Source: an optimization exercise on an open RTL-to-GDS flow (aim: small area). Production flows keep margins and buffers that such runs may drop. Only simulation tests tie the RTL to the original design; equivalence was not proved. Power figures rest on the tool's default switching activity, not on a simulated workload.

==> inputs of exp/sierra <==
// mips32_mem_responder
module mips32_mem_responder #(
    parameter int DEPTH = 32,
    parameter int AW    = 5
) (
    input  logic          clk,
    input  logic          rst,
    input  logic          if_req_i,
    input  logic [31:0]   if_addr_i,
    output logic          if_ack_o,
    output logic [31:0]   if_rdata_o,
    input  logic          dm_req_i,
    input  logic          dm_we_i,
    input  logic [31:0]   dm_addr_i,
    input  logic [31:0]   dm_wdata_i,
    output logic          dm_ack_o,
    output logic [31:0]   dm_rdata_o,
    output logic          err_o,
    input  logic          prog_we_i,
    input  logic [AW-1:0] prog_addr_i,
    input  logic [31:0]   prog_data_i,
    output logic          prog_ready_o
);
    logic [1:0]       state_q;
    logic [31:0]      mem_q [0:DEPTH-1];
    logic [DEPTH-1:0] valid_q;
    logic             dm_last_q;    
    logic             oor_q;
    logic [31:0]      rdata_q;
    logic [31:0]      if_rdata_q, dm_rdata_q;
    logic             idle, access, resp, ack;
    logic             grant_dm_d;
    logic             start;
    logic             if_in_range, dm_in_range, r_in_range;
    logic [AW-1:0]    ridx;
    logic             wen;
    logic [AW-1:0]    widx;
    logic [31:0]      wdata;
    logic [DEPTH-1:0] rsel, wsel;
    logic [31:0]      rword;
    logic             ld_if, ld_dm;
    assign idle   = !state_q[1];
    assign access = state_q[1] && !state_q[0];
    assign resp   = state_q[1] && state_q[0];
    assign ack    = !state_q[1] && state_q[0];
    assign grant_dm_d  = dm_req_i && (!if_req_i || !dm_last_q);
    assign start       = idle && !prog_we_i && (if_req_i || dm_req_i);
    assign if_in_range = (if_addr_i[31:AW] == '0);
    assign dm_in_range = (dm_addr_i[31:AW] == '0);
    assign r_in_range  = grant_dm_d ? dm_in_range : if_in_range;
    assign ridx        = grant_dm_d ? dm_addr_i[AW-1:0] : if_addr_i[AW-1:0];
    assign wen   = (idle && prog_we_i) || (start && grant_dm_d && dm_we_i && dm_in_range);
    assign widx  = prog_we_i ? prog_addr_i : dm_addr_i[AW-1:0];
  ...
export LEC_CHECK = 0
export CAP_MARGIN = 10
export CORE_MARGIN = 2
export CORE_UTILIZATION = 65
export SLEW_MARGIN = 10
create_clock -name core_clock -period 5.0 [get_ports {clk}]
standard.sh (not shown) runs the stock make flow with config.mk's settings and CLKGATE_MAP_FILE= SYNTH_SCRIPT=/design/flow/synth_recipe.tcl, a recipe that flattens the netlist after the stock synthesis.
==> flow/flow/run.sh <==
#!/bin/bash
# Layout flow: the standard synthesis, then a hand-mapped netlist that keeps its
# flip-flops (names, cells, Q nets) and rebuilds the logic in front of them,
# then the standard ORFS flow from floorplan to finish on that netlist.
set -euo pipefail
R=orfs/results/$FLOW_PLATFORM/mips32_mem_responder/base

# 1. standard synthesis, whose registers the layout keeps
bash standard.sh synth > log_std_synth.txt 2>&1
cp $R/1_2_yosys.v std_synth.v

# 2. hand-mapped netlist
python3 flow/gen.py std_synth.v hand.v > log_gen.txt 2>&1

# 3. the standard flow on it
mkdir -p std_synth_run
mv orfs std_synth_run/
export SYNTH_NETLIST_FILES=$PWD/hand.v
export BUFFER_PORTS_ARGS="-buffer_cell sky130_fd_sc_hd__buf_1"
export CTS_ARGS="$(cat flow/cts_args.txt)"
bash standard.sh > log_flow.txt 2>&1
Other scripts of this flow, unchanged in this note and not shown: flow/flow/cts_args.txt, flow/flow/gen.py
==> inputs of exp/maple, as changes to exp/sierra <==
GPL_TIMING_DRIVEN = 0   (was default)
==> inputs of exp/juniper, as changes to exp/sierra <==
CAP_MARGIN = 20   (was 10)
CORE_UTILIZATION = 55   (was 65)
SLEW_MARGIN = 20   (was 10)
==> summary of the runs <==
Hold slack: exp/sierra > exp/maple > exp/juniper. Non-clock buffer count: exp/juniper > exp/sierra > exp/maple. Of exp/juniper and exp/sierra, exp/sierra has the higher combinational power (gap about 2%, measured against exp/sierra). Against exp/juniper, the first-iteration DRC count of exp/sierra is larger by about 0.9%. The lowest via count belongs to exp/juniper, the highest to exp/maple. Global-route usage: exp/juniper < exp/maple < exp/sierra. Count of clock-buffer cells in the layout: exp/juniper > exp/sierra > exp/maple. Critical path depth, highest first: exp/sierra, exp/juniper, exp/maple. Sequential share of layout area, highest first: exp/maple, exp/sierra, exp/juniper. exp/maple passed the timing, DRC and antenna checks. exp/sierra completed without violations. exp/juniper went through all stages and came out clean. Clock power: exp/juniper > exp/sierra > exp/maple. Clock skew: exp/juniper is lower than exp/sierra (0.0031 ns).

==> what the ideal ports hide <==
How much do the figures lean on ideal ports? The routed layouts below were timed once more, with nothing changed but the port constraints.
Step 1 assumes that a clkbuf_16 drives the clock port and a buf_2 every other input.
Step 2 also shifts input and output timing later by t, the mid clock arrival at the registers, as if the neighbouring blocks saw the same clock.
Three values: ideal, step 1, step 2; two values: the first two.
| run | t, ns | slack for setup (ns) | worst register clock-pin slew, ns | worst slew at a driven data input, ns |
|---|---|---|---|---|
| exp/sierra | 0.769 | 0.604 / 0.630 / -0.139 | 0.11 / 0.11 | 0.05 |
| exp/maple | 0.755 | 0.435 / 0.435 / -0.260 | 0.11 / 0.11 | 0.05 |
| exp/juniper | 0.764 | 0.753 / 0.753 / 0.039 | 0.12 / 0.12 | 0.09 |
Met with ideal ports but missed after step 2: setup timing in exp/sierra and exp/maple. The setup slack of exp/sierra, which loses most, moves by +0.026 ns with the drivers and by -0.743 ns with both steps.
